From an optimization exercise on the open Yosys and OpenROAD flow, aimed at small area and a short achievable clock period; shortcuts taken in it are not production practice.
The RTL was checked by simulation tests, not by an equivalence proof against the original design.
Power figures rest on the tool's default switching activity, not on a simulated workload.

== job 5560 ==
Design peak_search_top, start of the top module:
module peak_search_top (
   input  wire                      clk,
   input  wire                      i_rst_n,
   input  wire                      i_s_valid,
   output wire                      o_s_ready,
   input  wire sample_pkg::sample_t i_s_i,
   input  wire sample_pkg::sample_t i_s_q,
   input  wire                      i_psel,
   input  wire                      i_penable,
   input  wire                      i_pwrite,
   input  wire logic [8-1:0]  i_paddr,
   input  wire apb_regs_pkg::apb_data_t i_pwdata,
   output wire apb_regs_pkg::apb_data_t o_prdata,
   output wire                      o_pready,
   output wire                      o_pslverr,
   output wire                      o_irq
);
Size in the first run: roughly 180 flip-flops, ~11,000 sq um of cells after synthesis.
Settings: LEC_CHECK=0, CAP_MARGIN=20, CORE_MARGIN=2, CORE_UTILIZATION=60, SETUP_SLACK_MARGIN=4.3, SLEW_MARGIN=20; clock period 7.5 ns.
standard.sh (not shown) runs the stock make flow with config.mk's settings and CLKGATE_MAP_FILE= SYNTH_SCRIPT=/design/flow/synth_recipe.tcl, a recipe that flattens the netlist after the stock synthesis.
==> flow/flow/run.sh <==
#!/bin/bash
# Standard layout, with plain buffers (not delay cells) on the ports.
set -euo pipefail
bash standard.sh BUFFER_PORTS_ARGS="-buffer_cell sky130_fd_sc_hd__buf_1" finish > standard_flow.log 2>&1
Job 5560: flow completed, timing, DRC and antenna clean
Input-level comparison between job 8121 and job 5560:
Settings: SETUP_SLACK_MARGIN: 4.3 -> unset; CORE_UTILIZATION: 60 -> 40.
==> flow/run.sh (new file) <==
#!/bin/bash
# synth_recipe.tcl (not shown) runs the flow's synth.tcl, then flattens the netlist and writes it again
# the make line also repeats each setting of config.mk as NAME=value (left out here)
make -C /OpenROAD-flow-scripts/flow DESIGN_CONFIG=/design/flow/config.mk WORK_HOME=/design/flow/orfs CLKGATE_MAP_FILE= SYNTH_SCRIPT=/design/flow/synth_recipe.tcl finish
removed: flow/flow/run.sh
removed: flow/standard.sh
Results
Job 5560 has lower worst setup slack before clock tree synthesis than job 8121.
Compared with job 5560, in job 8121 total power shrank by 0.000051 W; sequential fraction of total cell area shrank by 0.68 points.
[inputs] job 537 vs job 8121
Settings: an added SETUP_SLACK_MARGIN of 4.0.
==> flow/flow/run.sh (new file) <==
#!/bin/bash
set -euo pipefail
bash standard.sh BUFFER_PORTS_ARGS="-buffer_cell sky130_fd_sc_hd__buf_1" RECOVER_POWER=100 finish > standard_flow.log 2>&1
==> flow/standard.sh (new file) <==
#!/bin/bash
# synth_recipe.tcl (not shown) runs the flow's synth.tcl, then flattens the netlist and writes it again
# the make line also repeats each setting of config.mk as NAME=value (left out here)
make -C /OpenROAD-flow-scripts/flow DESIGN_CONFIG=/design/flow/config.mk WORK_HOME=/design/flow/orfs CLKGATE_MAP_FILE= SYNTH_SCRIPT=/design/flow/synth_recipe.tcl "${@:-finish}"
removed: flow/run.sh
==> notes.md <==
Status job 537: flow complete, layout not clean - capacitance limit, slew limit
Between job 537 and job 8121, the post-route non-filler standard cell count figures differ only marginally.
| total design power | job 537 vs job 8121 | better |
Higher total clock network power was reported by job 8121, not job 537.
Changes observed in job 537 relative to job 8121: worst setup slack after placement increased 0.15 ns; maximum frequency decreased 12%; final worst slack decreased 0.49 ns.
Relative to job 8121, DRC violation total after the first TritonRoute iteration has decreased by 6.3% in job 537.
On clock share of power: between job 537 and job 8121, it ends up lower for job 537.
Looking at slowest cell on the critical path, the sky130_fd_sc_hd__clkbuf_1 result is from job 537; the sky130_fd_sc_hd__dfxtp_1 one comes from job 8121.
A critical path endpoint of regs0.peak_index_q[3] is what job 537 shows, while o_prdata[1] belongs to job 8121.
## Diff of input files: job 5822 against job 537
Settings: CTS_CLUSTER_SIZE now 30, previously not set; CTS_BUF_LIST now sky130_fd_sc_hd__clkbuf_4 sky130_fd_sc_hd__clkbuf_8, previously not set; SETUP_SLACK_MARGIN now 4.2, was 4.0; CORE_UTILIZATION now 60, was 40.
==> flow/flow/run.sh <==
#!/bin/bash
# Standard layout, with plain buffers (not delay cells) on the ports.
set -euo pipefail
bash standard.sh BUFFER_PORTS_ARGS="-buffer_cell sky130_fd_sc_hd__buf_1" finish > standard_flow.log 2>&1
Notes after the runs:
Job 5822: all stages complete, timing, DRC and antenna checks passed. Job 537 finished all stages; however, its layout fails the closing checks, the failures being capacitance limit, slew limit. The met3 track demand over resource in job 5822 sits 1.1 points above the value recorded for job 537. In the metrics for job 5822 and job 537, the one carrying the higher sequential share of layout area is job 5822. Job 5822 against job 537: fraction of power consumed by the clock network now smaller; design area now smaller; number of distinct library cell variants in the gate-level netlist after synthesis comparable; required time at the endpoint of the critical path now larger. Job 5822 gives more post-cts resize count than job 537 did. Taking job 537 as the reference point, the proportion of power drawn by combinational gates of job 5822 rises by 3.9 points. Job 5822 vs. job 537: vertical die dimension went down by about 18%, half-perimeter wire length after placement went down by about 3%. Relative to job 537, non-clock buffer count increased by 17% in job 5822.

## the previous run
peak_search_top, a different RTL version from the one above (not shown whole).
Size in the first run: ~170 flip-flops, roughly 110 I/O pins, about 0.011 mm² of cells after synthesis.
==> flow/config.mk <==
export PLATFORM = sky130hd
export DESIGN_NAME = peak_search_top
export DESIGN_NICKNAME = peak_search_top
export VERILOG_FILES = /design/flow/design.v
export SDC_FILE = /design/flow/constraint.sdc
export NUM_CORES = 4
export LEC_CHECK = 0
export ABC_CLOCK_PERIOD_IN_PS = 3000
export CAP_MARGIN = 20
export CORE_MARGIN = 2
export CORE_UTILIZATION = 40
export SLEW_MARGIN = 20
==> flow/constraint.sdc <==
create_clock -name core_clock -period 7.5 [get_ports {clk}]
set_input_delay 1.5000 -clock core_clock [delete_from_list [all_inputs] [get_ports {clk}]]
set_output_delay 1.5000 -clock core_clock [all_outputs]
set_load 0.01 [all_outputs]
run.sh (not shown) runs the stock make flow with config.mk's settings and CLKGATE_MAP_FILE= SYNTH_SCRIPT=/design/flow/synth_recipe.tcl, a recipe that flattens the netlist after the stock synthesis.
Stock flow here: none of the scripts above is used.
In summary, the previous run completed successfully, with a layout that passed the timing, DRC and antenna checks.
Here is what was changed in the inputs of the current run compared with the previous run.
- removing ABC_CLOCK_PERIOD_IN_PS (formerly 3000)
- setting SETUP_SLACK_MARGIN to 3.0 for the first time
--- outcome ---
- The current run vs. the previous run: count of clock-buffer cells in the layout went down by 1.
- On the current run: share of power burned in registers is 1.9 points lower than what the previous run gave.
- Diff the previous run -> the current run: sequential share of layout area fell by 0.81 points, synthesis-to-finish area growth +3.1 points, portion of the clock cycle consumed by the worst path in the final layout now sits lower, worst slack at placement now smaller, wire length on met1 +300 µm.
- Combinational fraction of design power, the previous run and the current run: smaller value in the previous run
- Total routing usage reported by global routing for the current run: 0.77 points up relative to the previous run
- The fmax reported for the current run is greater than that of the previous run by 27 MHz.

Another version of the RTL of peak_search_top (not shown whole).
Size in the first run: ~1500 cells after synthesis, about 110 I/O pins, ~10000 um^2 of cells after synthesis.
Settings: LEC_CHECK=0, CAP_MARGIN=20, CORE_MARGIN=2, CORE_UTILIZATION=60, CTS_BUF_LIST=sky130_fd_sc_hd__clkbuf_4 sky130_fd_sc_hd__clkbuf_8, CTS_CLUSTER_SIZE=30, SETUP_SLACK_MARGIN=4.5, SLEW_MARGIN=20; clock period 7.5 ns.
standard.sh (not shown) runs the stock make flow with config.mk's settings and CLKGATE_MAP_FILE= SYNTH_SCRIPT=/design/flow/synth_recipe.tcl, a recipe that flattens the netlist after the stock synthesis.
==> flow/flow/run.sh <==
#!/bin/bash
# Own layout flow: the standard synthesis; its combinational logic re-mapped
# by ABC for delay (resyn.sh: flip-flops and their names untouched); the
# re-mapped netlist is used only if ABC proves it equivalent to the standard
# one (flip-flops cut into inputs and outputs, a combinational miter); then
# the standard layout with plain buffers (buf_1) on the ports.
set -euo pipefail
R=orfs/results/sky130hd/peak_search_top/base
LIB=$FLOW_HOME/platforms/sky130hd/lib/sky130_fd_sc_hd__tt_025C_1v80.lib
bash standard.sh synth > standard_synth.log 2>&1
cp $R/1_2_yosys.v synth_netlist.v
echo "standard netlist kept" > resyn_used.log
if RESYN_D=${RESYN_D:-1800} bash flow/resyn.sh synth_netlist.v resyn_netlist.v $LIB \
   && python3 flow/cutff.py synth_netlist.v eq_gold.v > cutff.log 2>&1 \
   && python3 flow/cutff.py resyn_netlist.v eq_gate.v >> cutff.log 2>&1; then
  cat > miter.ys <<EOS
read_liberty -ignore_miss_func $LIB
read_verilog eq_gold.v
rename $FLOW_TOP gold
read_verilog eq_gate.v
rename $FLOW_TOP gate
flatten
miter -equiv -flatten gold gate m
hierarchy -top m
opt_clean
techmap
opt -fast
aigmap
write_aiger -zinit miter.aig
EOS
  if yosys -s miter.ys > miter.log 2>&1 \
     && yosys-abc -c "read miter.aig; strash; print_stats; iprove" > cec.log 2>&1 \
     && grep -q "^UNSATISFIABLE" cec.log; then
    echo "re-mapped netlist proven equivalent, used" > resyn_used.log
    cp resyn_netlist.v $R/1_2_yosys.v
    touch $R/1_2_yosys.v
    rm -f $R/1_synth.odb $R/1_synth.sdc
  fi
fi
bash standard.sh BUFFER_PORTS_ARGS="-buffer_cell sky130_fd_sc_hd__buf_1" finish > standard_flow.log 2>&1
==> flow/flow/resyn.sh <==
#!/bin/bash
# resyn.sh IN.v OUT.v LIB : re-maps the combinational logic of a gate netlist
# with ABC (delay-driven mapping, then gate sizing); the flip-flops and tie
# cells stay as they are, with their instance names.
set -euo pipefail
IN=$1; OUT=$2; LIB=$3; D=${RESYN_D:-1500}
DU="-dont_use *probe* -dont_use *lpflow* -dont_use *clkdly* -dont_use *dlygate* -dont_use *dlymetal* -dont_use *ebuf* -dont_use *einv* -dont_use *dlclkp* -dont_use *conb*"
cat > resyn.ys <<EOS
read_liberty -ignore_miss_func $LIB
read_verilog $IN
hierarchy -top $FLOW_TOP
blackbox sky130_fd_sc_hd__dfxtp_1 sky130_fd_sc_hd__edfxtp_1 sky130_fd_sc_hd__conb_1
flatten
opt_clean -purge
abc -liberty $LIB $DU -script "+strash; dch -f; map -D $D; topo; upsize -D $D; dnsize -D $D; stime"
opt_clean -purge
splitnets
opt_clean -purge
insbuf -buf sky130_fd_sc_hd__buf_1 A X
stat -liberty $LIB
write_verilog -noattr -noexpr -nohex -nodec $OUT
EOS
yosys -s resyn.ys > resyn.log 2>&1
Other scripts of this flow, unchanged in this note and not shown: flow/flow/cutff.py
Change:
CORE_UTILIZATION = 70   (was 60)
Result: The changed run finished with timing, DRC and antenna clean. Power drops by 2.8%. Setup slack is worse by 0.027 ns. Wire length climbs by about 0.7%. Fmax drops by 0.89%. Worst hold slack is better by 0.026 ns. First-iteration DRC count climbs by 34%. Final area drops by 0.46%. Die area drops by 14%. Via count climbs by 3.3%. Non-clock buffer count drops by 2.
Change:
--- a/flow/flow/run.sh
+++ b/flow/flow/run.sh
@@ -39,2 +39,2 @@
 fi
-bash standard.sh BUFFER_PORTS_ARGS="-buffer_cell sky130_fd_sc_hd__buf_1" finish > standard_flow.log 2>&1
+bash standard.sh BUFFER_PORTS_ARGS="-buffer_cell sky130_fd_sc_hd__buf_1" MATCH_CELL_FOOTPRINT=0 finish > standard_flow.log 2>&1
CORE_UTILIZATION = 60   (was 70)
Core utilization is lower by 12 points. Fmax rises by 1.2%. Total power rose by about 2.6%. Via count decreases by about 3.4%. Worst hold slack got worse by 0.027 ns. Combinational power hardly moves. Setup slack improves by 0.034 ns.
Change:
--- a/flow/flow/run.sh
+++ b/flow/flow/run.sh
@@ -12,3 +12,3 @@
 echo "standard netlist kept" > resyn_used.log
-if RESYN_D=${RESYN_D:-1800} bash flow/resyn.sh synth_netlist.v resyn_netlist.v $LIB \
+if RESYN_D=${RESYN_D:-2000} bash flow/resyn.sh synth_netlist.v resyn_netlist.v $LIB \
    && python3 flow/cutff.py synth_netlist.v eq_gold.v > cutff.log 2>&1 \
@@ -39,2 +39,2 @@
 fi
-bash standard.sh BUFFER_PORTS_ARGS="-buffer_cell sky130_fd_sc_hd__buf_1" MATCH_CELL_FOOTPRINT=0 finish > standard_flow.log 2>&1
+bash standard.sh BUFFER_PORTS_ARGS="-buffer_cell sky130_fd_sc_hd__buf_1" finish > standard_flow.log 2>&1
Result:
- core utilization is higher by 1.8 points
- total power drops by a few percent
- wire length decreases by a few percent
- setup slack is worse by 0.034 ns
- sequential power is about the same
- synthesized cell count goes up slightly
- first-iteration DRC count decreases by roughly a tenth
- critical path depth increases by 11
- global-route usage fell by 1.8 points
- sequential share of layout area decreases by 0.80 points
- count of clock-buffer cells in the layout decreases by 1

## JK
peak_search_top, a different RTL version from the one above (not shown whole).
For scale: roughly 110 I/O pins, roughly 11000 um^2 of cells after synthesis.
export LEC_CHECK = 0
export CAP_MARGIN = 20
export CORE_MARGIN = 2
export CORE_UTILIZATION = 60
export CTS_BUF_LIST = sky130_fd_sc_hd__clkbuf_4 sky130_fd_sc_hd__clkbuf_8
export CTS_CLUSTER_SIZE = 30
export SETUP_SLACK_MARGIN = 4.5
export SLEW_MARGIN = 20
create_clock -name core_clock -period 7.5 [get_ports {clk}]
==> flow/flow/run.sh <==
#!/bin/bash
# Own layout flow: the standard synthesis; its combinational logic re-mapped
# by ABC for delay (resyn.sh: flip-flops and their names untouched), checked
# for equivalence with Yosys (flip-flops cut, so a purely combinational
# proof) and used only if proven; then the standard layout with plain
# buffers (buf_1) on the ports.
set -euo pipefail
R=orfs/results/sky130hd/peak_search_top/base
LIB=$FLOW_HOME/platforms/sky130hd/lib/sky130_fd_sc_hd__tt_025C_1v80.lib
bash standard.sh synth > standard_synth.log 2>&1
cp $R/1_2_yosys.v synth_netlist.v
if bash flow/resyn.sh synth_netlist.v resyn_netlist.v $LIB \
   && python3 flow/cutff.py synth_netlist.v eq_gold.v > cutff.log 2>&1 \
   && python3 flow/cutff.py resyn_netlist.v eq_gate.v >> cutff.log 2>&1; then
  cat > eq.ys <<EOS
read_liberty -ignore_miss_func $LIB
read_verilog eq_gold.v
rename $FLOW_TOP gold
read_verilog eq_gate.v
rename $FLOW_TOP gate
flatten
miter -equiv -flatten -make_assert -ignore_gold_x gold gate m
hierarchy -top m
sat -verify -prove-asserts m
EOS
  if yosys -s eq.ys > equiv.log 2>&1; then
    echo "re-mapped netlist proven equivalent, used" > resyn_used.log
    cp resyn_netlist.v $R/1_2_yosys.v
    touch $R/1_2_yosys.v
    rm -f $R/1_synth.odb $R/1_synth.sdc
  else
    echo "equivalence not proven, standard netlist kept" > resyn_used.log
  fi
fi
bash standard.sh BUFFER_PORTS_ARGS="-buffer_cell sky130_fd_sc_hd__buf_1" finish > standard_flow.log 2>&1
Scripts as last shown in full above: flow/flow/resyn.sh
Other scripts of this flow, unchanged in this note and not shown: flow/flow/cutff.py
Modified inputs, MS compared to JK
Settings: SETUP_SLACK_MARGIN: 4.5 -> 4.8.
--- a/flow/flow/run.sh
+++ b/flow/flow/run.sh
@@ -12 +12 @@
-if bash flow/resyn.sh synth_netlist.v resyn_netlist.v $LIB \
+if RESYN_D=1800 bash flow/resyn.sh synth_netlist.v resyn_netlist.v $LIB \
[summary]
Relative to JK, final design area excluding fillers increased by 990 um^2 in MS.
MS vs. JK: setup slack has increased, global routing met2 resource utilization has remained practically unchanged, shortest period the worst path allows has decreased, number of buffers inserted to repair setup after CTS has increased, clock insertion delay at the later pin of the skew report has remained practically unchanged.
Netlist area before placement delta (MS − JK): favourable
Input changes introduced in AL (baseline for comparison: MS):
Settings: SETUP_SLACK_MARGIN now 4.5, was 4.8.
Results
AL and MS ended up with nearly the same max-slew violation count.
Wire length: AL and MS compared, lower one is AL
When AL is set beside MS, its non-clock buffer count turns out to be about 32% smaller.
Post-route core utilization: AL vs MS down 6.7 points
[AL vs MS] register share of the cell area: higher in AL
Against MS, design area in AL fell by a little under 10%.
Delta (AL minus MS): wire length on met2 saw a decrease; fraction of power consumed by the clock network saw an increase.
Setup changes, AL to TR
Settings: SETUP_SLACK_MARGIN now 4.0, was 4.5.
--- a/flow/flow/run.sh
+++ b/flow/flow/run.sh
@@ -12 +12 @@
-if RESYN_D=1800 bash flow/resyn.sh synth_netlist.v resyn_netlist.v $LIB \
+if bash flow/resyn.sh synth_netlist.v resyn_netlist.v $LIB \
- Portion of the layout cell area used by clock cells delta for TR relative to AL: 0.30 points higher
- Clock tree buffer depth: AL vs TR identical
- Diff AL -> TR: worst setup margin decreased by 0.28 ns relative to the old numbers, routed wire length increased by about 1.8% relative to the old numbers.
- Die area: TR vs AL up 190 um^2
- | total chip power | TR vs AL | about 2.7% lower |

[re-timing with driven ports]
The results above use ideal ports. As a check the final layouts listed here were re-extracted and re-timed, cells and wires unchanged.
Step 1 assumes that a clkbuf_16 drives the clock port and a buf_2 every other input.
Step 2, shift: input delay + t, output delay - t, t = (earliest + latest rising clock arrival at the registers) / 2. This alone moves slack from input paths to output paths.
Three values: ideal, step 1, step 2; two values: the first two.
| run | t, ns | setup WS [ns] | worst setup path at the end | worst data-port slew with drivers (ns) | pins driven straight from the clock port |
|---|---|---|---|---|---|
| job 5560 | 0.474 | 4.227 / 4.227 / 4.143 | input to register | 0.05 | 1 |
| job 8121 | 0.470 | 3.861 / 3.818 / 3.894 | input to register | 0.05 | 1 |
| job 537 | 0.478 | 3.370 / 3.370 / 3.370 | register to register | 0.04 | 1 |
| job 5822 | 0.506 | 4.233 / 4.233 / 4.233 | register to register | 0.04 | 1 |
| the previous run | 0.472 | 2.392 / 2.392 / 2.392 | register to register | 0.04 | 1 |
| the current run | 0.479 | 3.014 / 3.014 / 3.014 | register to register | 0.04 | 1 |
| the first run of note 3 | 0.508 | 4.541 / 4.503 / 4.384 | input to register | 0.03 | 1 |
| the second run of note 3 | 0.509 | 4.514 / 4.474 / 4.232 | input to register | 0.04 | 1 |
| the third run of note 3 | 0.503 | 4.548 / 4.511 / 4.370 | input to register | 0.03 | 1 |
| the fourth run of note 3 | 0.508 | 4.514 / 4.493 / 4.315 | input to register | 0.04 | 1 |
| JK | 0.523 | 4.558 / 4.517 / 4.238 | input to register | 0.03 | 1 |
| MS | 0.516 | 4.599 / 4.555 / 4.462 | input to register | 0.04 | 1 |
| AL | 0.519 | 4.543 / 4.501 / 4.268 | input to register | 0.04 | 1 |
| TR | 0.506 | 4.265 / 4.225 / 3.935 | input to register | 0.03 | 1 |
The setup slack of TR, which loses most, moves by -0.040 ns with the drivers and by -0.330 ns with both steps.
